Context: an optimization exercise on an open-source flow, tuned for small area, a short achievable clock period and few clock cycles. The choices shown serve that exercise and are no tape-out recipe.
At most, simulation tests tie the RTL to the original design; equivalence was not proved.
Only the layout flow was run in runs 5 and 6; the RTL was not checked for function there.
Power figures rest on the tool's default switching activity, not on a simulated workload.

File: flow/design.v
`default_nettype none
package lri_pkg;
    localparam int COLOR_W   = 32;
    localparam int CHAN_W    = 8;
    localparam int NUM_COLOR = 4;
endpackage
`default_nettype wire
`default_nettype none
module lri_divider #(
    parameter int DEN_W = 6
) (
    input  wire logic [DEN_W-1:0] r_in,
    input  wire logic [1:0]       bits,
    input  wire logic [DEN_W-1:0] den,
    input  wire logic [DEN_W+1:0] den3,
    output logic      [1:0]       q,
    output logic      [DEN_W-1:0] r_out
);
    logic [DEN_W+1:0] t;
    logic [DEN_W+2:0] d1, d2, d3;
    always_comb begin
        t  = {r_in, bits};
        d1 = {1'b0, t} - {3'b0, den};
        d2 = {1'b0, t} - {2'b0, den, 1'b0};
        d3 = {1'b0, t} - {1'b0, den3};
        if (!d3[DEN_W+2]) begin
            q     = 2'd3;
            r_out = d3[DEN_W-1:0];
        end else if (!d2[DEN_W+2]) begin
            q     = 2'd2;
            r_out = d2[DEN_W-1:0];
        end else if (!d1[DEN_W+2]) begin
            q     = 2'd1;
            r_out = d1[DEN_W-1:0];
        end else begin
            q     = 2'd0;
            r_out = t[DEN_W-1:0];
        end
    end
endmodule
`default_nettype wire
`default_nettype none
module lri_chan #(
    parameter int W = 16,
    parameter int C = 6
) (
    input  wire logic         aclk,
    input  wire logic [W-1:0] a_val,      
    input  wire logic [W-1:0] b_val,      
    input  wire logic         ld_diff,    
    input  wire logic         geo,        
    input  wire logic         geo_step,   
    input  wire logic         swap_c,     
    input  wire logic [2:0]   den_sm,     
    input  wire logic         int_en,     
    input  wire logic         int_first,  
    input  wire logic [C-1:0] den,        
    output logic      [C-1:0] r_o,        
    output logic      [1:0]   nb_o,       
    input  wire logic [1:0]   qs_i,       
    input  wire logic [C-1:0] rs_i,       
    input  wire logic         swap,       
    input  wire logic         n_load,     
    input  wire logic         stash,      
    input  wire logic         d_load,     
    input  wire logic         pw,         
    input  wire logic         step,       
    output logic      [W-1:0] v           
);
    logic [W-1:0] q_reg;                  
    logic [C-1:0] r_reg;                  
    logic         dneg_reg;               
    logic         neg_reg;                
    logic [W-1:0] v_reg;
    logic [W-1:0] inc_reg;                
    logic [C-1:0] ra_reg;                 
    logic [C:0] rb_reg;            
    logic [C:0] fr_reg;            
    logic         wneg_reg;
    logic         zz_reg;                 
    logic         zkn_reg;                
    logic         frz_reg;                
    logic [W:0]   diff;
    logic [1:0]   q0, qs;
    logic [C-1:0] r0, rs;
    logic [1:0]   sbits, nbits;
    logic [C-1:0] ra_n;
    logic [C:0] rb_n, fr_n, fr_nx;
    logic         carry;
    logic [W:0]   vsum;
    logic [W-1:0] fsel;
    assign diff  = {1'b0, b_val} - {1'b0, a_val};
    localparam bit LATE_CPL = W > 8;
    assign nbits = q_reg[W-1 -: 2] ^ {2{LATE_CPL && dneg_reg}};
    assign sbits = nbits;
    assign r_o   = r_reg;
    assign nb_o  = sbits;
    assign qs    = qs_i;
    assign rs    = rs_i;
    assign fsel  = swap ? b_val : a_val;
    always_comb begin
        q0 = '0;
        r0 = C'(nbits);
        if (den_sm[0]) begin
            q0 = nbits;
            r0 = '0;
        end else if (den_sm[1]) begin
            q0 = {1'b0, nbits[1]};
            r0 = C'(nbits[0]);
        end else if (den_sm[2] && (nbits == 2'd3)) begin
            q0 = 2'd1;
            r0 = '0;
        end
    end
    always_comb begin
        ra_n  = r_reg + C'(dneg_reg);
        rb_n  = ({1'b0, ra_n}) - ({1'b0, den});
        fr_n  = neg_reg ? {1'b0, ra_n} : rb_n;
        carry = !fr_reg[C] && !(zz_reg && frz_reg);
        fr_nx = fr_reg + (carry ? rb_reg : ({1'b0, ra_reg}));
        vsum  = {v_reg, 1'b1} + {inc_reg, carry ^ wneg_reg};
    end
    always_ff @(posedge aclk) begin
        if (ld_diff) begin
            dneg_reg <= diff[W];
            q_reg    <= diff[W-1:0] ^ {W{!LATE_CPL && diff[W]}};
        end else if (geo) begin
            neg_reg <= dneg_reg ^ swap_c;
            if (geo_step)
                q_reg <= {q_reg[W-3:0], q0};
        end else if (int_en) begin
            q_reg <= {q_reg[W-3:2], q_reg[1:0] ^ {2{neg_reg && int_first}},
                      qs ^ {2{neg_reg}}};
        end
        if (geo)
            r_reg <= geo_step ? r0 : '0;
        else if (int_en)
            r_reg <= rs;
    end
    always_ff @(posedge aclk) begin
        if (n_load || stash) begin
            ra_reg   <= ra_n;
            rb_reg   <= rb_n;
            fr_reg   <= fr_n;
            frz_reg  <= fr_n == '0;
            wneg_reg <= neg_reg;
        end else if (step) begin
            fr_reg  <= fr_nx;
            frz_reg <= fr_nx == '0;
        end
        if (n_load || stash) begin
            zz_reg  <= neg_reg;
            zkn_reg <= 1'b0;
        end else if (step) begin
            zz_reg  <= wneg_reg || ((zkn_reg || frz_reg) ? zz_reg : !pw);
            zkn_reg <= zkn_reg || frz_reg;
        end
        if (n_load || d_load)
            inc_reg <= q_reg;
        else if (stash)
            inc_reg <= fsel;
        if (n_load)
            v_reg <= fsel;
        else if (d_load)
            v_reg <= inc_reg;
        else if (step)
            v_reg <= vsum[W:1];
    end
    assign v = v_reg;
endmodule
module line_rasterizer_interpolated
#(
    parameter int COORD_BITS = 6,
    parameter int DEPTH_BITS = 16,
    parameter int FRAC_BITS  = 16
) (
    input  wire logic                 aclk,
    input  wire logic                 aresetn,
    input  wire logic                 s_tvalid,
    output logic                      s_tready,
    input  wire logic [((2*(2*COORD_BITS+DEPTH_BITS+32)+7)/8)*8-1:0] s_tdata,
    output logic                      m_tvalid,
    input  wire logic                 m_tready,
    output logic [((2*COORD_BITS+DEPTH_BITS+32+7)/8)*8-1:0] m_tdata,
    output logic                      m_tlast
);
    localparam int C      = COORD_BITS;
    localparam int CW     = lri_pkg::CHAN_W;
    localparam int NC     = lri_pkg::NUM_COLOR;
    localparam int PT_W   = 2*C + DEPTH_BITS + lri_pkg::COLOR_W;
    localparam int OUT_W  = ((2*C + DEPTH_BITS + NC*CW + 7) / 8) * 8;
    localparam int E_W    = C + 2;
    localparam int N_INT  = DEPTH_BITS/2 - 1;
    localparam int C_INT  = CW/2 - 1;
    logic [C-1:0] xa, ya, xb, yb;
    logic [C:0]   dxp, dxn, dyp, dyn;      
    assign xa = s_tdata[C-1:0];
    assign ya = s_tdata[2*C-1:C];
    assign xb = s_tdata[PT_W+C-1:PT_W];
    assign yb = s_tdata[PT_W+2*C-1:PT_W+C];
    assign dxp = {1'b0, xb} - {1'b0, xa};
    assign dxn = {1'b0, xa} - {1'b0, xb};
    assign dyp = {1'b0, yb} - {1'b0, ya};
    assign dyn = {1'b0, ya} - {1'b0, yb};
    logic st_idle, st_geo, st_int, st_rdy, st_hold;
    logic [2:0] cnt_reg;
    logic       cx_reg, cy_reg;        
    logic [C-1:0] adx_reg, ady_reg;
    logic         xgt_reg, ygt_reg;
    logic [C-1:0] span_reg, nmin_reg;
    logic [C+1:0] span3_reg;
    logic         xmaj_reg, swap_reg, up_reg;
    logic         xmaj_c, swap_c, up_c;
    logic [C-1:0] span_c, nmin_c;
    logic [C+1:0] span3_c;
    logic [2:0]   span_sm;
    always_comb begin
        xmaj_c  = ady_reg < adx_reg;
        swap_c  = xmaj_c ? xgt_reg : ygt_reg;
        span_c  = xmaj_c ? adx_reg : ady_reg;
        nmin_c  = xmaj_c ? ady_reg : adx_reg;
        for (int k = 0; k < 3; k++)
            span_sm[k] = xmaj_c ? (adx_reg == C'(k+1)) : (ady_reg == C'(k+1));
        span3_c = xmaj_c ? ({2'b00, adx_reg} + {1'b0, adx_reg, 1'b0})
                         : ({2'b00, ady_reg} + {1'b0, ady_reg, 1'b0});
        up_c    = xmaj_c ? (swap_c ? ygt_reg : !ygt_reg)
                         : (swap_c ? xgt_reg : !xgt_reg);
    end
    logic vld_reg, last_reg, pend_reg;
    logic accept, take, n_load, stash, d_load, step, pend_clear;
    logic ld_diff, geo, int_d;
    logic int_last;
    logic sready_reg, rdy_n, pend_n, vld_n, last_n;
    assign s_tready   = sready_reg;
    assign accept     = s_tvalid && s_tready;
    assign take       = vld_reg && m_tready;
    assign pend_clear = pend_reg && m_tready;
    assign n_load     = accept && (!vld_reg || m_tready);
    assign stash      = accept && vld_reg && !m_tready;
    assign d_load     = pend_clear;
    assign step       = take && !last_reg;
    assign ld_diff = st_idle;
    assign geo     = st_geo;
    assign int_d   = st_int;
    assign int_last = cnt_reg == 3'(N_INT-1);
    always_ff @(posedge aclk) begin
        if (!aresetn) begin
            st_idle  <= 1'b1;
            st_geo   <= 1'b0;
            st_int   <= 1'b0;
            st_rdy   <= 1'b0;
            st_hold  <= 1'b0;
            cnt_reg  <= '0;
            cx_reg   <= 1'b0;
            cy_reg   <= 1'b0;
        end else begin
            st_idle  <= (st_idle && !s_tvalid) || (st_rdy && accept && !stash) ||
                        (st_hold && pend_clear);
            st_geo   <= st_idle && s_tvalid;
            st_int   <= st_geo || (st_int && !int_last);
            st_rdy   <= rdy_n;
            st_hold  <= (st_rdy && stash) || (st_hold && !pend_clear);
            cnt_reg  <= st_int ? cnt_reg + 1'b1 : '0;
            cx_reg   <= st_geo || (st_int && (cnt_reg < 3'(C_INT-1)));
            cy_reg   <= st_int && (cnt_reg >= 3'(C_INT-1)) && (cnt_reg < 3'(2*C_INT-1));
        end
    end
    always_ff @(posedge aclk) begin
        if (ld_diff) begin
            xgt_reg <= dxp[C];
            ygt_reg <= dyp[C];
            adx_reg <= dxp[C] ? dxn[C-1:0] : dxp[C-1:0];
            ady_reg <= dyp[C] ? dyn[C-1:0] : dyp[C-1:0];
        end
        if (geo) begin
            span_reg   <= span_c;
            span3_reg  <= span3_c;
            nmin_reg   <= nmin_c;
            xmaj_reg   <= xmaj_c;
            swap_reg   <= swap_c;
            up_reg     <= up_c;
        end
    end
    logic [DEPTH_BITS-1:0] zv;
    logic [CW-1:0]         cv [NC];
    logic [C-1:0]          dr, drs;
    logic [1:0]            dnb, dqs;
    logic [C-1:0]          cr [NC];
    logic [1:0]            cnb [NC];
    logic [C-1:0]          crs [NC/2];
    logic [1:0]            cqs [NC/2];
    lri_chan #(.W(DEPTH_BITS), .C(C)) u_depth (
        .aclk     (aclk),
        .a_val    (s_tdata[2*C+DEPTH_BITS-1:2*C]),
        .b_val    (s_tdata[PT_W+2*C+DEPTH_BITS-1:PT_W+2*C]),
        .ld_diff  (ld_diff),  .geo (geo), .geo_step (1'b1),
        .swap_c   (swap_c),   .den_sm (span_sm),
        .int_en   (int_d),    .int_first (st_int && (cnt_reg == '0)),
        .den      (span_reg),
        .r_o      (dr),       .nb_o (dnb), .qs_i (dqs), .rs_i (drs),
        .swap     (swap_reg),
        .n_load   (n_load),   .stash (stash), .d_load (d_load),
        .pw       (pw_reg),   .step (step),
        .v        (zv)
    );
    lri_divider #(.DEN_W(C)) u_dstep (
        .r_in (dr),  .bits (dnb), .den (span_reg), .den3 (span3_reg),
        .q    (dqs), .r_out (drs)
    );
    for (genvar p = 0; p < NC/2; p++) begin : g_pair
        lri_divider #(.DEN_W(C)) u_cstep (
            .r_in (cy_reg ? cr[2*p+1] : cr[2*p]),
            .bits (cy_reg ? cnb[2*p+1] : cnb[2*p]),
            .den  (span_reg), .den3 (span3_reg),
            .q    (cqs[p]),   .r_out (crs[p])
        );
    end
    for (genvar k = 0; k < NC; k++) begin : g_col
        lri_chan #(.W(CW), .C(C)) u_col (
            .aclk     (aclk),
            .a_val    (s_tdata[PT_W-1-CW*k -: CW]),
            .b_val    (s_tdata[2*PT_W-1-CW*k -: CW]),
            .ld_diff  (ld_diff),  .geo (geo), .geo_step (1'b1),
            .swap_c   (swap_c),   .den_sm (span_sm),
            .int_en   ((k % 2 == 0) ? cx_reg : cy_reg),
            .int_first(st_int && (cnt_reg == ((k % 2 == 0) ? 3'd0 : 3'(C_INT)))),
            .den      (span_reg),
            .r_o      (cr[k]),    .nb_o (cnb[k]), .qs_i (cqs[k/2]), .rs_i (crs[k/2]),
            .swap     (swap_reg),
            .n_load   (n_load),   .stash (stash), .d_load (d_load),
            .pw       (pw_reg),   .step (step),
            .v        (cv[k])
        );
    end
    logic             wxmaj_reg, wup_reg;
    logic [C-1:0]     x_reg, y_reg, left_reg;
    logic [E_W-1:0] e_reg;
    logic [C-1:0]     inca_reg;               
    logic [C:0] incb_reg;              
    logic [E_W-1:0] e_add;
    logic             mstep;
    logic [C-1:0]     xs0, ys0;
    logic [C:0]       cp1_reg;                
    logic             pw_reg;
    assign rdy_n  = (st_int && int_last) || (st_rdy && !accept);
    assign pend_n = stash || (pend_reg && !pend_clear);
    assign vld_n  = accept || (vld_reg && !(take && last_reg && !pend_reg));
    assign last_n = (n_load || d_load) ? (span_reg == '0)
                  : (step ? (left_reg == C'(1)) : last_reg);
    always_ff @(posedge aclk) begin
        if (!aresetn)
            sready_reg <= 1'b0;
        else
            sready_reg <= rdy_n && !pend_n && (!vld_n || last_n);
    end
    always_comb begin
        xs0   = swap_reg ? xb : xa;
        ys0   = swap_reg ? yb : ya;
        e_add = e_reg + ({1'b0, inca_reg, 1'b0});
        mstep = !e_add[E_W-1];
    end
    always_ff @(posedge aclk) begin
        if (!aresetn) begin
            vld_reg  <= 1'b0;
            pend_reg <= 1'b0;
        end else begin
            if (accept)
                vld_reg <= 1'b1;
            else if (take && last_reg && !pend_reg)
                vld_reg <= 1'b0;
            if (stash)
                pend_reg <= 1'b1;
            else if (pend_clear)
                pend_reg <= 1'b0;
        end
    end
    always_ff @(posedge aclk) begin
        if (n_load || d_load) begin
            wxmaj_reg <= xmaj_reg;
            wup_reg   <= up_reg;
            left_reg  <= span_reg;
            last_reg  <= span_reg == '0;
            e_reg     <= E_W'(0) - E_W'(span_reg);
            inca_reg  <= nmin_reg;
            incb_reg  <= ({1'b0, nmin_reg}) - ({1'b0, span_reg});
        end else if (stash) begin
            left_reg  <= xs0;
            e_reg     <= E_W'(ys0);
        end else if (step) begin
            left_reg  <= left_reg - 1'b1;
            last_reg  <= left_reg == C'(1);
            e_reg     <= mstep ? (e_reg + ({incb_reg, 1'b0})) : e_add;
        end
        if (n_load) begin
            x_reg <= xs0;
            y_reg <= ys0;
        end else if (d_load) begin
            x_reg <= left_reg;
            y_reg <= e_reg[C-1:0];
        end else if (step) begin
            if (wxmaj_reg) begin
                x_reg <= x_reg + 1'b1;
                if (mstep)
                    y_reg <= wup_reg ? (y_reg + 1'b1) : (y_reg - 1'b1);
            end else begin
                y_reg <= y_reg + 1'b1;
                if (mstep)
                    x_reg <= wup_reg ? (x_reg + 1'b1) : (x_reg - 1'b1);
            end
        end
    end
    always_comb begin
        pw_reg = 1'b0;
        for (int k = 1; k <= C; k++)
            if (cp1_reg == (C+1)'(1 << k))
                pw_reg = 1'b1;
    end
    always_ff @(posedge aclk) begin
        if (n_load || stash)
            cp1_reg <= (C+1)'(2);
        else if (step)
            cp1_reg <= cp1_reg + 1'b1;
    end
    assign m_tvalid = vld_reg;
    assign m_tlast  = last_reg;
    assign m_tdata  = OUT_W'({cv[3], cv[2], cv[1], cv[0], zv, y_reg, x_reg});
endmodule
`default_nettype wire
File: flow/flow/run.sh
#!/bin/bash
# Standard layout (the standard.sh, unchanged synthesis), with two changes:
# - the port buffers are plain buffers (sky130_fd_sc_hd__buf_2) instead of the
#   delay buffers buffer_ports picks by default;
# - clock tree synthesis uses clkbuf_8 buffers, sink clusters of up to 16
#   sinks within 60 um, and no dummy loads (CTS_ARGS replaces the CTS_CLUSTER_*
#   settings of config.mk).
# All tool output goes to standard.log here; ORFS also keeps its per-step logs
# under orfs/logs.
set -euo pipefail
export BUFFER_PORTS_ARGS="-buffer_cell sky130_fd_sc_hd__buf_2"
export CTS_ARGS="-sink_clustering_enable -repair_clock_nets -buf_list sky130_fd_sc_hd__clkbuf_8 -sink_clustering_size 16 -sink_clustering_max_diameter 60 -dont_use_dummy_load"
bash standard.sh > standard.log 2>&1
File: flow/constraint.sdc
create_clock -name core_clock -period 7.5 [get_ports {aclk}]
set_input_delay 1.5000 -clock core_clock [delete_from_list [all_inputs] [get_ports {aclk}]]
set_output_delay 1.5000 -clock core_clock [all_outputs]
set_load 0.01 [all_outputs]
File: flow/config.mk
export PLATFORM = sky130hd
export DESIGN_NAME = line_rasterizer_interpolated
export DESIGN_NICKNAME = line_rasterizer_interpolated
export VERILOG_FILES = /design/flow/design.v
export SDC_FILE = /design/flow/constraint.sdc
export NUM_CORES = 4
export LEC_CHECK = 0
export CAP_MARGIN = 5
export CORE_MARGIN = 2
export CORE_UTILIZATION = 40
export CTS_CLUSTER_DIAMETER = 80
export CTS_CLUSTER_SIZE = 24
export PLACE_DENSITY = 0.7
export SETUP_SLACK_MARGIN = 4.2
export SLEW_MARGIN = 5
File: flow/standard.sh
#!/bin/bash
# synth_recipe.tcl (not shown) runs the flow's synth.tcl, then flattens the netlist and writes it again
# the make line also repeats each setting of config.mk as NAME=value (left out here)
make -C /OpenROAD-flow-scripts/flow DESIGN_CONFIG=/design/flow/config.mk WORK_HOME=/design/flow/orfs CLKGATE_MAP_FILE= SYNTH_SCRIPT=/design/flow/synth_recipe.tcl "${@:-finish}"
==> flow_summary.ini, run 1 <==
[outcome]
status = complete, no violations

[pwr]
p_total_mw = 7.437
irDropWorstVdd_uv = 122.8
p_leak_nw = 13.81
power_density_mw_per_mm2 = 220.2

[route]
drtPass1Iterations = 7
drc_errors = 0
wl_met2_um = 37560
drt_iter0_drc = 1638
drt-met1-wl_um = 35380
vias = 23790
ant_nets = 0
wirelength_um = 82310
routed-wl-met3_um = 6075
highest_layer = met5
wire_per_inst_um = 19.55
routed_via_density = 5.651

[sta]
tns_ns = 0
rsz0062_at_grt = true
skew_ns = 0.1382
maxSlewViolCount = 0
period_share_pct = 43.15
worst_pin_slew_ns = 1.057
slew_headroom_pct = 29.56
fmax_ghz = 0.3090
period_minus_slack_ns = 3.236
finalSetupViolations = 0
hold_violations = 0

[job]
cap_violations = 0

[critical_path]
arrival_ns = 3.56
cp_max_fo = 3
critPathLaunchType = input pin
required_ns = 7.82
crit_type = in2reg
critPathCaptureType = register

[logic_synthesis]
synth-edff-count = 377
postSynthAreaPerCell_um2 = 9.978
synth_most_common_cell = edfxtp_1
ys_seq_area_share_pct = 38.97
synth_area_leaders = edfxtp_1 37%, ha_1 12%, xnor2_1 4.6%
yosys_warnings = 9
yosys.cell_types.count = 89
syn_area_mm2 = 0.03033
synth_area_leader_cell = edfxtp_1
synth_flop_cell = edfxtp_1
yosys-top-cells-count = 377 x edfxtp_1, 293 x ha_1, 246 x nor2_1
syn-instance-count = 3040
async_reset_ff_share_pct = 0
ys_ff_latch = 402
synth_top_area_share_pct = 37.32

[placement]
hpwl_um = 60380
dp_cells = 4113
port_buffers = 186
gp_congestion = 0.8986

[clock_network]
numCtsBuffers = 39
clockBufferDepth = 3
cts_tree = done
root_buffer = clkbuf_8
ctsHoldBuffers = 0
insertion_delay_ns = 0.66
clk_pin_slew_worst_paths_ns = 0.10
h-tree-depth = 2
cts_num_sinks = 402

[floorplanning]
dieArea_mm2 = 0.07805
start_util_pct = 40.54
dieHeight_um = 279.4
coreArea_mm2 = 0.07482
ioPinCount = 191
die_w_um = 279.4
rows = 100

[layout]
drive_gt1_share_pct = 14.75
stdcell_count = 4210
syn_to_final_growth_pct = 11.33
fin_nets = 3691

[grt]
grt_remaining_overflow = 0
antenna_found_initial = 11
grt_pass1_vias = 23080
track_usage_pct = 20.55
grt_pass1_wl_um = 126900
grt_max_degree = 79

[hold_path]
hp-class = reg2reg
[report_power, final]
group | total (mW) | internal, mW | leakage (nW) | switching [mW]
Sequential | 3.01 | 2.80 | 3.69 | 0.212
Clock | 1.22 | 0.464 | 0.280 | 0.758
Combinational | 3.20 | 1.41 | 9.84 | 1.80
Total | 7.44 | 4.67 | 13.8 | 2.77
[final timing paths]
kind,from,slack (ns),to,cells past startpoint
hold reg to reg,xmaj_reg,0.44,wxmaj_reg,0
hold / removal,xmaj_reg,0.44,wxmaj_reg,0
setup / recovery,s_tdata[66],4.26,ady_reg[5],11
setup reg to reg,g_col[1].u_col.q_reg[6],4.29,g_col[1].u_col.r_reg[5],12
[metrics by stage]
step | util, % | cell area, um^2 | hold WS (ns) | setup slack, ns
5_1_grt | 45.13 | 33770 | 0.4420 | 4.140
2_1_floorplan | - | 30650 | 0.4003 | 3.825
6_report | 45.13 | 33770 | 0.4411 | 4.264
3_3_place_gp | 43.48 | 32530 | 0.4128 | 3.546
4_1_cts | 44.53 | 33320 | 0.4329 | 4.152
3_5_place_dp | 43.48 | 32530 | 0.4158 | 3.445
[area by class of cell]
type | instances | area, um^2
sequential | 402 | 11830
tap | 969 | 1212
timing repair buffer | 258 | 1535
multi-input combinational | 2304 | 17710
inverter | 231 | 923.4
antenna | 7 | 17.52
clock buffer | 39 | 536.8
fill | 7038 | 41050
[per-layer routing]
| metal | track usage, % | up-vias |
|---|---|---|
| li1 | - | 11450 |
| met1 | 27.13 | 11370 |
| met2 | 33.33 | 774 |
| met3 | 3.987 | 192 |
| met4 | 7.871 | 8 |
| met5 | 0 | - |
[cells in the final DEF, fill, tap and decap left out, drive strengths merged, types with 38 or more instances in the layout]
master / n
nand2: 196
buf: 257
ha: 293
inv: 226
mux2i: 108
a21oi: 242
o21ai: 161
a21o: 56
mux2: 74
nor3: 61
a211oi: 53
nand3: 55
clkbuf: 40
edfxtp: 377
xor2: 87
xnor2: 161
fa: 38
nor2: 246
nor2b: 64
[logic make-up after synthesis]
| group | share of synthesized area [%] |
|---|---|
| flip-flops | 38.97 |
| other | 0.01236 |
| AO/OA/AOI/OAI | 16.63 |
| buffers and inverters | 4.261 |
| adder cells (fa/ha/maj) | 14.59 |
| multiplexers | 6.311 |
| AND/OR/NAND/NOR | 11.91 |
| XOR/XNOR | 7.309 |
[worst max-delay path: stages]
cell      delay (ns)
buf_6           0.11
inv_12          0.03
ha_4            0.15
fa_2            0.39
inv_2           0.06
a21oi_2         0.04
o21bai_2        0.20
a311oi_4        0.13
mux2_4          0.33
or4_1           0.40
a22o_1          0.21
[repair_timing]
item	in CTS	in global routing
endpoints found under the setup margin	54	72
buffers inserted	22	28
gates resized for setup	16	44
cloned	0	1
pin swaps	5	13
Testbench counts, summed over its fixed seeds: cycles 38,956.
==> run 2: changes to the inputs <==
--- a/flow/config.mk
+++ b/flow/config.mk
@@ -12,3 +12,2 @@
 export CTS_CLUSTER_SIZE = 24
-export PLACE_DENSITY = 0.7
 export SETUP_SLACK_MARGIN = 4.2
==> flow_summary.ini, run 2 <==
[outcome]
status = complete, no violations

[floorplanning]
ioPinCount = 191
die_w_um = 279.4
dieHeight_um = 279.4
rows = 100
coreArea_mm2 = 0.07482
dieArea_mm2 = 0.07805
start_util_pct = 40.54

[logic_synthesis]
yosys.cell_types.count = 89
yosys_warnings = 9
synth_top_area_share_pct = 37.32
yosys-top-cells-count = 377 x edfxtp_1, 293 x ha_1, 246 x nor2_1
synth_most_common_cell = edfxtp_1
ys_ff_latch = 402
async_reset_ff_share_pct = 0
postSynthAreaPerCell_um2 = 9.978
synth_area_leader_cell = edfxtp_1
synth_area_leaders = edfxtp_1 37%, ha_1 12%, xnor2_1 4.6%
synth-edff-count = 377
syn_area_mm2 = 0.03033
synth_flop_cell = edfxtp_1
syn-instance-count = 3040
ys_seq_area_share_pct = 38.97

[layout]
design_area_mm2 = 0.03388
mostFrequentLayoutCell = edfxtp_1
multi_input_area_mm2 = 0.01775
final_cell_mix = 377 x edfxtp_1, 283 x ha_1, 243 x nor2_1, 229 x a21oi_1, 211 x inv_1
drive_gt1_share_pct = 15.12
fin_nets = 3704
fillers = 7202
seqCellArea_mm2 = 0.01183
syn_to_final_growth_pct = 11.69

[hold_path]
hp-class = reg2reg
hold_depth = 0
min_from = up_reg
min_to = wup_reg

[grt]
track_usage_pct = 21.42
grt_pass1_vias = 22620
grt_remaining_overflow = 0
antenna_found_initial = 3
grt_pass1_wl_um = 130900
grt_max_degree = 73

[route]
wirelength_um = 85680
vias = 23510
drtPass1Iterations = 5
drc_errors = 0
ant_nets = 0
routed_via_density = 5.573
drt_iter0_drc = 1517
wire_per_inst_um = 20.31

[critical_path]
critPathLaunchType = register
rr_worst_depth = 12
slowest_delay_ns = 0.52
critPathSlowestCell = edfxtp_1
cp.buffers_inverters = 3
crit_chain = xnor2_2 > ha_2 > inv_2 > fa_2 > a211oi_4 > o21bai_2 > a2111oi_4 > buf_4 > inv_2 > a21oi_4 > xnor2_1 > a211o_1
r2r_slack_ns = 4.28
crit_type = reg2reg
rr_startpoint = u_depth.q_reg[14]
cpLargestDelayFamily = compound AO/OA/AOI/OAI gates
arrival_ns = 3.64
cp_max_fo = 7
required_ns = 7.91
r2r_end = u_depth.q_reg[0]
crit_top_cell = inv_2
cp.depth = 12
critPathCaptureType = register

[clock_network]
clockBufferDepth = 3
root_buffer = clkbuf_8
ctsHoldBuffers = 0
cts_tree = done
clk_pin_slew_worst_paths_ns = 0.09
numCtsBuffers = 41
h-tree-depth = 2
cts_num_sinks = 402
insertion_delay_ns = 0.67

[sta]
tns_ns = 0
period_share_pct = 42.99
period_minus_slack_ns = 3.224
skew_ns = 0.09415
slew_headroom_pct = 24.13
worst_pin_slew_ns = 1.128
fmax_ghz = 0.3102
whs_ns = 0.4247
rsz0062_at_grt = true
finalSetupViolations = 0
maxSlewViolCount = 0
hold_violations = 0

[pwr]
power.switching_mw = 2.786
power_frac_clock_pct = 17.0
p_leak_nw = 13.89
pwr-share-comb_pct = 42.5
irDropWorstVdd_uv = 96.52
power_density_mw_per_mm2 = 220.4
pwr-share-seq_pct = 40.5
p_sw_share_pct = 37.30
internal-power_mw = 4.682

[placement]
gp_congestion = 0.8897
hpwl_um = 63010
port_buffers = 186
dpl-instance-area_mm2 = 0.03253

[job]
cap_violations = 0
[run 2: what timing repair did]
action                                  CTS  global route
pin swaps                                 7            15
cloned                                    1             0
buffers inserted                         18            43
endpoints found under the setup margin  143           103
resized for setup                        19            43
[run 2: layout make-up]
class	count	share of cell area, %
Inverter	231	2.733
Clock buffer	41	1.665
Sequential cell	402	34.92
Multi-Input combinational cell	2305	52.40
Antenna cell	3	0.02216
Tap cell	969	3.578
Timing Repair Buffer	268	4.683
[run 2: cell families (layout without fill, tap and decap cells)]
logic type      Yosys count  after routing  share of synthesized area (%)
other cells               1              7                        0.01236
compound gates          772            772                          16.63
xor+xnor                250            250                          7.309
simple gates            765            766                          11.91
fa+ha+maj               331            331                          14.59
flops                   402            402                          38.97
mux                     182            182                          6.311
buf+inv                 337            540                          4.261
[run 2: how the worst max path moves through the flow]
stage,from,end
after floorplan,s_tdata[66],ady_reg[5]
after global placement,m_tready,e_reg[1]
after detailed placement,s_tvalid,e_reg[1]
after CTS,u_depth.q_reg[14],u_depth.q_reg[0]
after global routing,g_col[3].u_col.dneg_reg,g_col[3].u_col.frz_reg
final,u_depth.q_reg[14],u_depth.q_reg[0]
[run 2: layer usage]
metal / routed length (um) / track usage [%]
met1: 39440 / 30.11
met4: 1643 / 5.183
met2: 39500 / 34.70
met5: 0 / 0
met3: 5106 / 3.194
[run 2: power by group through the flow]
stage / registers, mW / logic, mW / clock network [mW]
global route: 3.04 / 3.54 / 1.37
floorplan: 2.97 / 2.30 / 0
finish: 3.03 / 3.17 / 1.27
detailed placement: 3.09 / 2.97 / 0
CTS: 3.03 / 3.04 / 1.30
global placement: 3.09 / 2.94 / 0
[run 2: per-stage QoR]
stage	worst slack [ns]	utilization (%)	power [mW]	instances
CTS	4.162	44.55	7.380	4173
global route	4.097	45.28	7.950	4219
floorplan	3.825	-	5.268	3043
finish	4.276	45.28	7.468	4219
detailed placement	3.209	43.48	6.056	4113
global placement	3.269	43.48	6.023	4113
==> run 3: changes to the inputs <==
--- a/flow/config.mk
+++ b/flow/config.mk
@@ -9,3 +9,3 @@
 export CORE_MARGIN = 2
-export CORE_UTILIZATION = 40
+export CORE_UTILIZATION = 50
 export CTS_CLUSTER_DIAMETER = 80
==> flow_summary.ini, run 3 <==
[critical_path]
crit_type = in2reg
critPathLaunchType = input pin
startpoint = s_tdata[66]
rr_worst_depth = 11
critPathCaptureType = register
cp_max_fo = 3
rr_startpoint = u_depth.zz_reg
required_ns = 7.86
arrival_ns = 3.65

[logic_synthesis]
synth_top_area_share_pct = 37.32
yosys.area_share.simple_pct = 11.91
synthAdderAreaFrac_pct = 14.59
synth_xor_area_share_pct = 7.309
synth-edff-count = 377
synth_compound_area_share_pct = 16.63
synth_flop_cell = edfxtp_1
syn-instance-count = 3040
yosys_warnings = 9
syn_area_mm2 = 0.03033
muxShareOfSynthArea_pct = 6.311
synth_area_leaders = edfxtp_1 37%, ha_1 12%, xnor2_1 4.6%
ys_ff_latch = 402
async_reset_ff_share_pct = 0
synth_most_common_cell = edfxtp_1
synth_area_leader_cell = edfxtp_1
yosys.cell_types.count = 89
postSynthAreaPerCell_um2 = 9.978
yosys-top-cells-count = 377 x edfxtp_1, 293 x ha_1, 246 x nor2_1
ys_seq_area_share_pct = 38.97
synth_top_family_by_area = compound AO/OA/AOI/OAI gates

[pwr]
power.switching_mw = 2.825
p_sw_share_pct = 37.44
pwr-share-comb_pct = 42.8
p_leak_nw = 13.92
internal-power_mw = 4.721
pwr-share-seq_pct = 40.0
irDropWorstVdd_uv = 142.5
power_frac_clock_pct = 17.2
power_density_mw_per_mm2 = 223.9

[clock_network]
numCtsBuffers = 43
cts_tree = done
insertion_delay_ns = 0.68
clk_pin_slew_worst_paths_ns = 0.09
ctsHoldBuffers = 0
cts_num_sinks = 402
h-tree-depth = 2
clockBufferDepth = 3
root_buffer = clkbuf_8

[sta]
maxSlewViolCount = 0
hold_violations = 0
period_share_pct = 43.87
slew_headroom_pct = 23.45
period_minus_slack_ns = 3.290
rsz0062_at_grt = true
tns_ns = 0
skew_ns = 0.08984
worst_pin_slew_ns = 1.138
finalSetupViolations = 0
fmax_ghz = 0.3040

[grt]
grt_remaining_overflow = 0
antenna_found_initial = 1
track_usage_pct = 26.10
grt_pass1_wl_um = 129400
grt_pass1_vias = 23400
grt_max_degree = 93

[placement]
dpl-instance-area_mm2 = 0.03230
hpwl_um = 60620
gp_congestion = 0.8721
port_buffers = 186

[floorplanning]
die_w_um = 250.3
ioPinCount = 191
dieArea_mm2 = 0.06266
rows = 90
coreArea_mm2 = 0.06013
dieHeight_um = 250.3
start_util_pct = 50.45

[layout]
drive_gt1_share_pct = 15.39
mostFrequentLayoutCell = edfxtp_1
fin_nets = 3706
design_area_mm2 = 0.03370
final_cell_mix = 377 x edfxtp_1, 280 x ha_1, 242 x nor2_1, 224 x a21oi_1, 212 x inv_1
syn_to_final_growth_pct = 11.11

[route]
drtPass1Iterations = 6
ant_nets = 0
vias = 23810
wirelength_um = 83220
drt_iter0_drc = 1648
routed_via_density = 5.906
drc_errors = 0
wire_per_inst_um = 20.64

[outcome]
status = complete, no violations

[hold_path]
hold_depth = 0
hp-class = reg2reg
min_from = up_reg

[job]
cap_violations = 0
## run 3: changes by cell type in the layout (fill, tap and decap cells not counted), sizes merged
cell / before / now
inv: 226 / 227
diode: 3 / 1
buf: 266 / 267
clkbuf: 43 / 44
clkinvlp: 5 / 4
## run 3: cells by family (layout without fill, tap and decap cells)
group,count (synthesis),count (layout)
AOI/OAI and AO/OA,772,772
and+or+nand+nor,765,766
DFF,402,402
buffers and inverters,337,542
adders and majority gates,331,331
xor gates and xnor gates,250,250
muxes,182,182
other,1,5
## run 3: metal layers
layer | routed length [um] | global-route usage, %
met5 | 0 | 0
met4 | 2688 | 8.469
met3 | 4815 | 3.169
met2 | 39420 | 43.87
met1 | 36300 | 35.12
## run 3: repair_timing
action,CTS,global route
resized for setup,27,53
buffers inserted,23,38
cloned,1,0
pin swaps,8,18
endpoints found under the setup margin,194,91
## run 3: power by group through the flow
stage	logic (mW)	clock network [mW]	registers (mW)
final	3.23	1.30	3.02
after global routing	3.58	1.40	3.04
after CTS	3.08	1.33	3.03
after detailed placement	2.99	0	3.08
after global placement	2.91	0	3.07
after floorplan	2.30	0	2.97
## run 3: worst paths after layout
check	slack (ns)	end
max	4.21	ady_reg[5]
min	0.43	wup_reg
max reg2reg	4.27	u_depth.frz_reg
min reg2reg	0.43	wup_reg
## run 3: worst max-delay path, stage by stage
cell	delay, ns
clkbuf_4	0.17
inv_12	0.03
ha_4	0.16
fa_2	0.39
inv_2	0.06
a21oi_2	0.05
o21bai_2	0.20
a311oi_4	0.14
mux2_4	0.34
or4_1	0.41
a22o_1	0.20
## run 3: final cells by class
type	count	area (um^2)
flip-flops and latches	402	11830
fillers	5281	26430
clock buffers	43	591.8
diodes	1	2.502
well taps	782	978.4
inverters	231	922.1
multi-input cells	2305	17740
repair buffers	268	1640
## run 3: metrics by stage
| step | worst slack, ns | utilization (%) | hold WS (ns) | instances | power, mW |
|---|---|---|---|---|---|
| 2_1_floorplan | 3.825 | - | 0.4003 | 3043 | 5.268 |
| 3_5_place_dp | 2.857 | 53.71 | 0.4056 | 3926 | 6.066 |
| 5_1_grt | 4.127 | 56.05 | 0.4429 | 4032 | 8.022 |
| 3_3_place_gp | 2.920 | 53.71 | 0.4062 | 3926 | 5.980 |
| 4_1_cts | 4.200 | 55.20 | 0.4280 | 3993 | 7.441 |
| 6_report | 4.210 | 56.05 | 0.4295 | 4032 | 7.546 |
==> run 4: changes to the inputs <==
--- a/flow/flow/run.sh
+++ b/flow/flow/run.sh
@@ -11,3 +11,3 @@
 export BUFFER_PORTS_ARGS="-buffer_cell sky130_fd_sc_hd__buf_2"
-export CTS_ARGS="-sink_clustering_enable -repair_clock_nets -buf_list sky130_fd_sc_hd__clkbuf_8 -sink_clustering_size 16 -sink_clustering_max_diameter 60 -dont_use_dummy_load"
+export CTS_ARGS="-sink_clustering_enable -repair_clock_nets -buf_list sky130_fd_sc_hd__clkbuf_8 -sink_clustering_size 12 -sink_clustering_max_diameter 50 -dont_use_dummy_load"
 bash standard.sh > standard.log 2>&1
--- a/flow/config.mk
+++ b/flow/config.mk
@@ -9,3 +9,3 @@
 export CORE_MARGIN = 2
-export CORE_UTILIZATION = 50
+export CORE_UTILIZATION = 40
 export CTS_CLUSTER_DIAMETER = 80
==> flow_summary.ini, run 4 <==
[logic_synthesis]
synth_area_leaders = edfxtp_1 37%, ha_1 12%, xnor2_1 4.6%
postSynthAreaPerCell_um2 = 9.978
synth-edff-count = 377
ys_ff_latch = 402
yosys-top-cells-count = 377 x edfxtp_1, 293 x ha_1, 246 x nor2_1
syn-instance-count = 3040
synth_flop_cell = edfxtp_1
synth_top_area_share_pct = 37.32
syn_area_mm2 = 0.03033
yosys_warnings = 9
async_reset_ff_share_pct = 0
synth_most_common_cell = edfxtp_1
synth_area_leader_cell = edfxtp_1
ys_seq_area_share_pct = 38.97
yosys.cell_types.count = 89

[pwr]
pwr-share-seq_pct = 39.3
irDropWorstVdd_uv = 135.0
p_total_mw = 7.695
power.switching_mw = 2.827
power_density_mw_per_mm2 = 225.5
p_leak_nw = 14.03
internal-power_mw = 4.868
power_frac_clock_pct = 19.3
pwr-share-comb_pct = 41.3
p_sw_share_pct = 36.74

[floorplanning]
die_w_um = 279.4
ioPinCount = 191
start_util_pct = 40.54
coreArea_mm2 = 0.07482
rows = 100
dieHeight_um = 279.4
dieArea_mm2 = 0.07805

[sta]
maxSlewViolCount = 0
final.setup.worst_slack_ns = 4.268
rsz0062_at_grt = true
finalSetupViolations = 0
hold_violations = 0
period_minus_slack_ns = 3.232
fmax_ghz = 0.3094
worst_pin_slew_ns = 1.192
period_share_pct = 43.09
skew_ns = 0.1111
slew_headroom_pct = 19.77
tns_ns = 0

[route]
wirelength_um = 85790
routed_via_density = 5.551
drtPass1Iterations = 5
vias = 23530
ant_nets = 0
drt_iter0_drc = 1502
wire_per_inst_um = 20.24
drc_errors = 0

[layout]
post-route-util_pct = 45.61
final_cell_mix = 377 x edfxtp_1, 281 x ha_1, 243 x nor2_1, 227 x a21oi_1, 213 x inv_1
multi_input_area_mm2 = 0.01775
fin_nets = 3724
mostFrequentLayoutCell = edfxtp_1
syn_to_final_growth_pct = 12.49
seqCellArea_mm2 = 0.01183
drive_gt1_share_pct = 15.73
design_area_mm2 = 0.03412
fillers = 7171

[hold_path]
hp-class = reg2reg
hold_depth = 0

[critical_path]
critPathLaunchType = input pin
crit_type = in2reg
cp_max_fo = 5
rr_worst_depth = 12
required_ns = 7.90
critPathCaptureType = register
arrival_ns = 3.63

[clock_network]
cts_tree = done
clockBufferDepth = 3
insertion_delay_ns = 0.71
h-tree-depth = 2
cts_num_sinks = 402
clk_pin_slew_worst_paths_ns = 0.08
ctsHoldBuffers = 0
numCtsBuffers = 57
root_buffer = clkbuf_8

[placement]
port_buffers = 186
dpl-instance-area_mm2 = 0.03253
gp_congestion = 0.8897
hpwl_um = 63010
dp_slack_ns = 3.209

[grt]
grt_max_degree = 73
track_usage_pct = 21.39
grt_remaining_overflow = 0
antenna_found_initial = 3
grt_pass1_vias = 22660
grt_pass1_wl_um = 130900

[outcome]
status = complete, no violations

[job]
cap_violations = 0
run 4: cell counts after synthesis:
No cell type changed its count.
run 4: path summary, 6_finish.rpt:
kind                                   startpoint               end  slack [ns]
worst max-delay path                  s_tdata[66]        ady_reg[5]        4.27
worst min-delay path                       up_reg           wup_reg        0.42
worst min register to register             up_reg           wup_reg        0.42
worst max register to register  u_depth.q_reg[14]  u_depth.r_reg[4]        4.31
run 4: cells by family after synthesis:
kind of cell    count (synthesis)  share of synthesized area (%)
other cells                     1                        0.01236
compound gates                772                          16.63
flops                         402                          38.97
xor+xnor                      250                          7.309
mux                           182                          6.311
buf+inv                       337                          4.261
simple gates                  765                          11.91
fa+ha+maj                     331                          14.59
run 4: repair_timing:
item,4_1_cts,5_1_grt
cloned,0,1
endpoints found under the setup margin,123,222
buffers inserted,18,47
gates resized for setup,18,45
pin swaps,8,16
run 4: final cells by class:
| type | count | area share, % |
|---|---|---|
| Clock buffer | 57 | 2.299 |
| Timing Repair Buffer | 272 | 4.737 |
| Sequential cell | 402 | 34.67 |
| Multi-Input combinational cell | 2305 | 52.02 |
| Inverter | 231 | 2.702 |
| Antenna cell | 3 | 0.02200 |
| Tap cell | 969 | 3.553 |
run 4: stage by stage:
| step | instances | hold WS (ns) |
|---|---|---|
| 2_1_floorplan | 3043 | 0.4003 |
| 3_3_place_gp | 4113 | 0.4048 |
| 3_5_place_dp | 4113 | 0.4056 |
| 4_1_cts | 4188 | 0.4243 |
| 5_1_grt | 4239 | 0.4440 |
| 6_report | 4239 | 0.4222 |
run 4: metal layers:
layer | share of wire [%] | GRT usage (%)
met1 | 46 | 30.08
met2 | 46 | 34.46
met3 | 6.0 | 3.228
met4 | 2.2 | 5.471
met5 | 0 | 0
run 4: power groups by stage:
stage / clock, mW / combinational [mW] / sequential [mW]
after CTS: 1.54 / 3.03 / 3.04
after floorplan: 0 / 2.30 / 2.97
after global routing: 1.61 / 3.54 / 3.04
after global placement: 0 / 2.94 / 3.09
after detailed placement: 0 / 2.97 / 3.09
final: 1.49 / 3.18 / 3.03
run 4: critical path, stage by stage:
cell	delay [ns]
buf_4	0.15
inv_12	0.05
ha_4	0.13
fa_2	0.20
inv_2	0.04
a21oi_4	0.13
o21bai_4	0.10
a311oi_4	0.39
mux2_4	0.35
or4_1	0.39
a22o_1	0.20
==> run 5: changes to the inputs <==
--- a/flow/design.v
+++ b/flow/design.v
@@ -56,2 +56,3 @@
     input  wire logic         int_first,  
+    input  wire logic         int_last,   
     input  wire logic [C-1:0] den,        
@@ -93,4 +94,6 @@
     localparam bit LATE_CPL = W > 8;
-    assign nbits = q_reg[W-1 -: 2] ^ {2{LATE_CPL && dneg_reg}};
-    assign sbits = nbits;
+    logic cpl_top;
+    assign nbits   = q_reg[W-1 -: 2] ^ {2{LATE_CPL && dneg_reg}};
+    assign sbits   = q_reg[W-1 -: 2];
+    assign cpl_top = LATE_CPL && dneg_reg && !(int_en && int_last);
     assign r_o   = r_reg;
@@ -129,5 +132,6 @@
             if (geo_step)
-                q_reg <= {q_reg[W-3:0], q0};
+                q_reg <= {q_reg[W-3 -: 2] ^ {2{cpl_top}}, q_reg[W-5:0], q0};
         end else if (int_en) begin
-            q_reg <= {q_reg[W-3:2], q_reg[1:0] ^ {2{neg_reg && int_first}},
+            q_reg <= {q_reg[W-3 -: 2] ^ {2{cpl_top}}, q_reg[W-5:2],
+                      q_reg[1:0] ^ {2{neg_reg && int_first}},
                       qs ^ {2{neg_reg}}};
@@ -297,3 +301,3 @@
         .swap_c   (swap_c),   .den_sm (span_sm),
-        .int_en   (int_d),    .int_first (st_int && (cnt_reg == '0)),
+        .int_en   (int_d),    .int_first (st_int && (cnt_reg == '0)), .int_last (int_last),
         .den      (span_reg),
@@ -326,2 +330,3 @@
             .int_first(st_int && (cnt_reg == ((k % 2 == 0) ? 3'd0 : 3'(C_INT)))),
+            .int_last (1'b0),
             .den      (span_reg),
--- a/flow/flow/run.sh
+++ b/flow/flow/run.sh
@@ -11,3 +11,3 @@
 export BUFFER_PORTS_ARGS="-buffer_cell sky130_fd_sc_hd__buf_2"
-export CTS_ARGS="-sink_clustering_enable -repair_clock_nets -buf_list sky130_fd_sc_hd__clkbuf_8 -sink_clustering_size 12 -sink_clustering_max_diameter 50 -dont_use_dummy_load"
+export CTS_ARGS="-sink_clustering_enable -repair_clock_nets -buf_list sky130_fd_sc_hd__clkbuf_8 -sink_clustering_size 16 -sink_clustering_max_diameter 60 -dont_use_dummy_load"
 bash standard.sh > standard.log 2>&1
==> flow_summary.ini, run 5 <==
[logic_synthesis]
synth_flop_cell = edfxtp_1
synth_most_common_cell = edfxtp_1
synth-edff-count = 377
yosys_warnings = 9
postSynthAreaPerCell_um2 = 10.02
ys_ff_latch = 402
synth_top_area_share_pct = 37.70
synth_area_leader_cell = edfxtp_1
syn-instance-count = 2997
yosys.cell_types.count = 85
yosys-top-cells-count = 377 x edfxtp_1, 293 x ha_1, 284 x a21oi_1
syn_area_mm2 = 0.03003
ys_seq_area_share_pct = 39.37
async_reset_ff_share_pct = 0
synth_area_leaders = edfxtp_1 38%, ha_1 12%, xnor2_1 5.1%

[route]
vias = 22780
wire_per_inst_um = 19.46
highest_layer = met5
wl_met2_um = 37690
drt_iter0_drc = 1534
routed_via_density = 5.458
drc_errors = 0
routed-wl-met3_um = 3939
drtPass1Iterations = 5
wirelength_um = 81240
ant_nets = 0
drt-met1-wl_um = 37550

[grt]
antenna_found_initial = 4
grt_max_degree = 83
track_usage_pct = 20.61
grt_pass1_vias = 22100
grt_remaining_overflow = 0
grt_pass1_wl_um = 125800

[critical_path]
cp.buffers_inverters = 2
rr_worst_depth = 12
cp.depth = 12
required_ns = 7.79
cpLargestDelayFamily = compound AO/OA/AOI/OAI gates
r2r_end = g_col[3].u_col.r_reg[0]
arrival_ns = 3.57
critPathLaunchType = input pin
critPathCaptureType = register
startpoint = s_tdata[6]
crit_type = in2reg
cp_max_fo = 5
crit_top_cell = a21oi_4
slowest_delay_ns = 0.34
rr_startpoint = g_col[2].u_col.q_reg[6]
r2r_slack_ns = 4.32
critPathSlowestCell = fa_2
crit_chain = buf_2 > ha_4 > fa_2 > nand2b_4 > a21oi_4 > o21ai_4 > a21oi_4 > inv_4 > mux2i_2 > a311oi_2 > o211a_1 > a211oi_2

[clock_network]
cts_tree = done
ctsHoldBuffers = 0
insertion_delay_ns = 0.65
clk_pin_slew_worst_paths_ns = 0.06
numCtsBuffers = 40
h-tree-depth = 2
cts_num_sinks = 402
clockBufferDepth = 3
root_buffer = clkbuf_8

[floorplanning]
rows = 100
dieHeight_um = 278.0
dieArea_mm2 = 0.07727
die_w_um = 278.0
ioPinCount = 191
coreArea_mm2 = 0.07432
start_util_pct = 40.40

[job]
cap_violations = 0

[outcome]
status = complete, no violations

[layout]
fillers = 7146
fin_nets = 3661
drive_gt1_share_pct = 16.57
syn_to_final_growth_pct = 12.72
seqCellArea_mm2 = 0.01183
stdcell_count = 4174
multi_input_area_mm2 = 0.01770
design_area_mm2 = 0.03384
final_cell_mix = 377 x edfxtp_1, 281 x ha_1, 270 x a21oi_1, 236 x nor2_1, 206 x inv_1
post-route-util_pct = 45.54
mostFrequentLayoutCell = edfxtp_1

[sta]
period_share_pct = 43.78
hold_violations = 0
worst_pin_slew_ns = 0.9242
period_minus_slack_ns = 3.283
final.setup.worst_slack_ns = 4.217
skew_ns = 0.1020
rsz0062_at_grt = true
whs_ns = 0.4291
tns_ns = 0
slew_headroom_pct = 38.39
maxSlewViolCount = 0
fmax_ghz = 0.3046
finalSetupViolations = 0

[placement]
gp_congestion = 0.8550
port_buffers = 186
dpl-instance-area_mm2 = 0.03239
hpwl_um = 60050
dp_cells = 4083
dp_slack_ns = 3.192

[pwr]
p_leak_nw = 13.85
irDropWorstVdd_uv = 117.8
p_total_mw = 7.419
power.switching_mw = 2.699
p_sw_share_pct = 36.38
pwr-share-comb_pct = 42.5
power_density_mw_per_mm2 = 219.2
pwr-share-seq_pct = 40.8
power_frac_clock_pct = 16.7
internal-power_mw = 4.720

[hold_path]
min_from = up_reg
hp-class = reg2reg
min_to = wup_reg
hold_depth = 0
## run 5: cell types whose count changed after synthesis, sizes merged, moves of 9 or more
| cell | before | now |
|---|---|---|
| xnor2 | 161 | 175 |
| nor3 | 61 | 34 |
| o21a | 36 | 21 |
| a21oi | 242 | 294 |
| inv | 231 | 220 |
| a211oi | 53 | 44 |
## run 5: worst max-delay path by stage
| stage | endpoint |
|---|---|
| floorplan | g_col[3].u_col.q_reg[6] |
| global placement | g_col[2].u_col.v_reg[0] |
| detailed placement | g_col[2].u_col.v_reg[0] |
| CTS | g_col[2].u_col.v_reg[7] |
| global route | ady_reg[5] |
| finish | ady_reg[5] |
## run 5: worst reg2reg max path: stages (launching register included)
cell	delay, ns
edfxtp_1	0.63
mux2i_1	0.19
ha_2	0.26
fa_1	0.39
nor2b_1	0.19
o21ai_1	0.10
a21boi_0	0.19
o21ai_1	0.13
a21oi_4	0.24
buf_4	0.20
a21oi_4	0.07
mux2i_1	0.15
a32o_1	0.22
## run 5: final cells by class
cell class | instances | area share (%)
multi-input cells | 2277 | 52.31
flip-flops and latches | 402 | 34.94
repair buffers | 263 | 4.773
well taps | 969 | 3.582
inverters | 222 | 2.762
clock buffers | 40 | 1.627
diodes | 1 | 0.007394
## run 5: kinds of logic (layout without fill, tap and decap cells)
family	after synthesis	count (layout)	share of synthesized area (%)
mux	193	193	6.809
simple gates	727	727	11.51
flops	402	402	39.37
compound gates	762	762	15.79
fa+ha+maj	331	331	14.74
other cells	1	5	0.01249
xor+xnor	260	260	7.647
buf+inv	321	525	4.117
## run 5: routing by layer
| metal | vias up | track usage (%) |
|---|---|---|
| met4 | 2 | 5.655 |
| li1 | 11270 | - |
| met2 | 488 | 33.69 |
| met5 | - | 0 |
| met1 | 10910 | 28.75 |
| met3 | 110 | 2.594 |
## run 5: timing repair
item	CTS	global route
setup endpoints to repair	152	70
hold endpoints to repair	0	0
gates resized for setup	41	73
pin swaps	7	27
cloned	0	0
setup buffers	20	30
## run 5: power groups by stage
| stage | Clock [mW] | Combinational, mW | Sequential [mW] |
|---|---|---|---|
| after floorplan | 0 | 2.23 | 2.97 |
| after global placement | 0 | 2.86 | 3.07 |
| after detailed placement | 0 | 2.89 | 3.07 |
| after CTS | 1.28 | 2.99 | 3.02 |
| after global routing | 1.35 | 3.52 | 3.05 |
| final | 1.24 | 3.15 | 3.03 |
==> run 6: changes to the inputs <==
==> flow/flow/run.sh (replaced) <==
#!/bin/bash
# Standard layout, with two changes: the port buffers are made from plain
# buffers (sky130_fd_sc_hd__buf_2) instead of the delay buffers buffer_ports
# picks, and clock tree synthesis adds no dummy loads.
set -euo pipefail
export BUFFER_PORTS_ARGS="-buffer_cell sky130_fd_sc_hd__buf_2"
export CTS_ARGS="-sink_clustering_enable -repair_clock_nets -buf_list sky130_fd_sc_hd__clkbuf_8 -sink_clustering_size 16 -sink_clustering_max_diameter 60 -dont_use_dummy_load"
bash standard.sh > standard.log 2>&1
--- a/flow/config.mk
+++ b/flow/config.mk
@@ -12,3 +12,3 @@
 export CTS_CLUSTER_SIZE = 24
-export SETUP_SLACK_MARGIN = 4.2
+export SETUP_SLACK_MARGIN = 4.45
 export SLEW_MARGIN = 5
==> flow_summary.ini, run 6 <==
[outcome]
status = complete, no violations

[pwr]
irDropWorstVdd_uv = 102.9
p_leak_nw = 14.47
power_density_mw_per_mm2 = 221.4

[route]
vias = 23360
drt_iter0_drc = 1649
routed_via_density = 5.481
ant_nets = 0
drtPass1Iterations = 6
drc_errors = 0
wire_per_inst_um = 19.75
wirelength_um = 84160

[critical_path]
arrival_ns = 3.63
r2r_slack_ns = 4.51
critPathSlowestCell = fa_2
cp.buffers_inverters = 3
critPathLaunchType = input pin
required_ns = 7.93
cpLargestDelayFamily = compound AO/OA/AOI/OAI gates
slowest_delay_ns = 0.35
cp_max_fo = 5
crit_chain = buf_8 > inv_8 > ha_4 > fa_2 > nand2b_4 > a21oi_4 > o21ai_2 > a21oi_2 > inv_2 > mux2i_2 > a311oi_2 > o21ai_1 > a211oi_2
crit_type = in2reg
critPathCaptureType = register
r2r_end = u_depth.frz_reg
rr_startpoint = u_depth.dneg_reg
rr_worst_depth = 9

[sta]
finalSetupViolations = 0
fmax_ghz = 0.3132
period_share_pct = 42.57
slew_headroom_pct = 33.62
tns_ns = 0
worst_pin_slew_ns = 0.9957
hold_violations = 0
final.setup.worst_slack_ns = 4.307
skew_ns = 0.09906
maxSlewViolCount = 0
period_minus_slack_ns = 3.193
rsz0062_at_grt = true

[clock_network]
numCtsBuffers = 40
ctsHoldBuffers = 0
h-tree-depth = 2
insertion_delay_ns = 0.66
root_buffer = clkbuf_8
cts_num_sinks = 402
clk_pin_slew_worst_paths_ns = 0.10
clockBufferDepth = 3
cts_tree = done

[layout]
drive_gt1_share_pct = 22.39
fin_nets = 3748
multi_input_area_mm2 = 0.01845
stdcell_count = 4262
mostFrequentLayoutCell = edfxtp_1
syn_to_final_growth_pct = 18.05
final_cell_mix = 377 x edfxtp_1, 261 x ha_1, 247 x a21oi_1, 235 x nor2_1, 196 x inv_1
seqCellArea_mm2 = 0.01183
fillers = 6941

[logic_synthesis]
yosys.cell_types.count = 85
yosys-top-cells-count = 377 x edfxtp_1, 293 x ha_1, 284 x a21oi_1
syn-instance-count = 2997
synth_flop_cell = edfxtp_1
syn_area_mm2 = 0.03003
synth_area_leader_cell = edfxtp_1
postSynthAreaPerCell_um2 = 10.02
ys_ff_latch = 402
synth_most_common_cell = edfxtp_1
yosys_warnings = 9
synth-edff-count = 377
synth_top_area_share_pct = 37.70
ys_seq_area_share_pct = 39.37
async_reset_ff_share_pct = 0
synth_area_leaders = edfxtp_1 38%, ha_1 12%, xnor2_1 5.1%

[grt]
track_usage_pct = 21.08
antenna_found_initial = 2
grt_pass1_wl_um = 128100
grt_remaining_overflow = 0
grt_max_degree = 124
grt_pass1_vias = 22500

[placement]
port_buffers = 186
dp_slack_ns = 3.418
dp_cells = 4079
hpwl_um = 60080
gp_congestion = 0.8562

[floorplanning]
rows = 100
dieHeight_um = 278.0
dieArea_mm2 = 0.07727
coreArea_mm2 = 0.07432
ioPinCount = 191
die_w_um = 278.0
start_util_pct = 40.40

[job]
cap_violations = 0

[hold_path]
hold_depth = 0
min_to = wup_reg
hp-class = reg2reg
min_from = up_reg
==> run 6: area by class of cell <==
cell class	instances	share of cell area, %
multi-input cells	2278	52.04
well taps	969	3.421
inverters	222	2.739
repair buffers	349	6.859
clock buffers	40	1.553
flip-flops and latches	402	33.38
diodes	2	0.01412
==> run 6: worst register-to-register path, stage by stage (launching register included) <==
cell and delay, ns:
edfxtp_1 0.47, ha_4 0.19, ha_4 0.16, nand3_1 0.10, xnor2_1 0.40, ha_1 0.37, xor2_2 0.21, mux2_4 0.29
or4_4 0.49, o22ai_2 0.14
==> run 6: where the power goes <==
| group | leakage [nW] | switching, mW | internal, mW |
|---|---|---|---|
| logic | 10.5 | 1.89 | 1.68 |
| clock network | 0.288 | 0.782 | 0.477 |
| registers | 3.70 | 0.216 | 2.81 |
==> run 6: logic make-up after synthesis <==
kind of cell | count (synthesis) | share of synthesized area [%]
multiplexers | 193 | 6.809
AO/OA/AOI/OAI | 762 | 15.79
other | 1 | 0.01249
buffers and inverters | 321 | 4.117
XOR/XNOR | 260 | 7.647
adder cells (fa/ha/maj) | 331 | 14.74
flip-flops | 402 | 39.37
AND/OR/NAND/NOR | 727 | 11.51
==> run 6: repair_timing <==
item | in CTS | in global routing
pin swaps | 45 | 99
setup endpoints to repair | 152 | 154
resized for setup | 123 | 176
hold endpoints to repair | 0 | 0
buffers inserted | 65 | 73
gates cloned | 1 | 2
==> run 6: how the worst max path moves through the flow <==
stage | from | to | slack (ns) | depth (start not counted)
after floorplan | s_tdata[88] | g_col[3].u_col.q_reg[6] | 3.97 | 11
after global placement | m_tready | g_col[2].u_col.inc_reg[6] | 3.47 | 6
final | s_tdata[66] | ady_reg[5] | 4.31 | 13
after CTS | s_tdata[66] | ady_reg[5] | 4.36 | 13
after global routing | s_tdata[66] | ady_reg[5] | 4.20 | 13
after detailed placement | m_tready | g_col[2].u_col.inc_reg[5] | 3.42 | 6
==> run 6: metrics by stage <==
step	cell area, um^2	hold slack [ns]	total power, mW	utilization, %
2_1_floorplan	30590	0.4003	5.218	-
3_3_place_gp	32470	0.4185	5.941	43.68
3_5_place_dp	32470	0.4070	5.971	43.68
4_1_cts	34130	0.4352	7.513	45.92
5_1_grt	35440	0.4507	8.321	47.69
6_report	35450	0.4491	7.849	47.69
==> run 6: per-layer routing <==
metal	track usage, %	share of wire, %	wire (um)
met5	0	0.015	13
met4	4.269	2.0	1648
met3	3.089	5.4	4528
met2	36.04	48	40240
met1	28.41	45	37730

==> what the ideal ports hide <==
The flow's constraints put no driver on any port. The routed layouts listed below were extracted and timed again, unchanged, in two steps. Step 1 assumes that a clkbuf_16 drives the clock port and a buf_2 every other input. Step 2 adds t to the input delays and takes it off the output delays; t is the mean of the earliest and latest rising clock arrival at the registers after step 1. Input paths then give back, and output paths get back, about the clock's delay inside the block. Slacks: no drivers / after step 1 / after step 2; pairs: no drivers / after step 1.
| run | t (ns) | setup WS [ns] | hold slack, ns | clock arrival spread, ns | pins driven straight from the clock port |
|---|---|---|---|---|---|
| run 1 | 0.652 | 4.264 / 4.282 / 3.630 | 0.441 / 0.441 / 0.441 | 0.139 / 0.138 | 1 |
| run 2 | 0.682 | 4.276 / 4.276 / 3.639 | 0.425 / 0.425 / 0.425 | 0.103 / 0.103 | 1 |
| run 3 | 0.690 | 4.210 / 4.247 / 3.557 | 0.429 / 0.429 / 0.429 | 0.100 / 0.100 | 1 |
| run 4 | 0.716 | 4.268 / 4.303 / 3.588 | 0.422 / 0.422 / 0.422 | 0.113 / 0.113 | 1 |
| run 5 | 0.654 | 4.217 / 4.248 / 3.594 | 0.429 / 0.429 / 0.429 | 0.104 / 0.104 | 1 |
| run 6 | 0.678 | 4.307 / 4.321 / 3.643 | 0.449 / 0.449 / 0.449 | 0.101 / 0.101 | 1 |
After both steps every run listed still meets setup and hold. The setup slack of run 4, which loses most, moves by +0.035 ns with the drivers and by -0.680 ns with both steps.
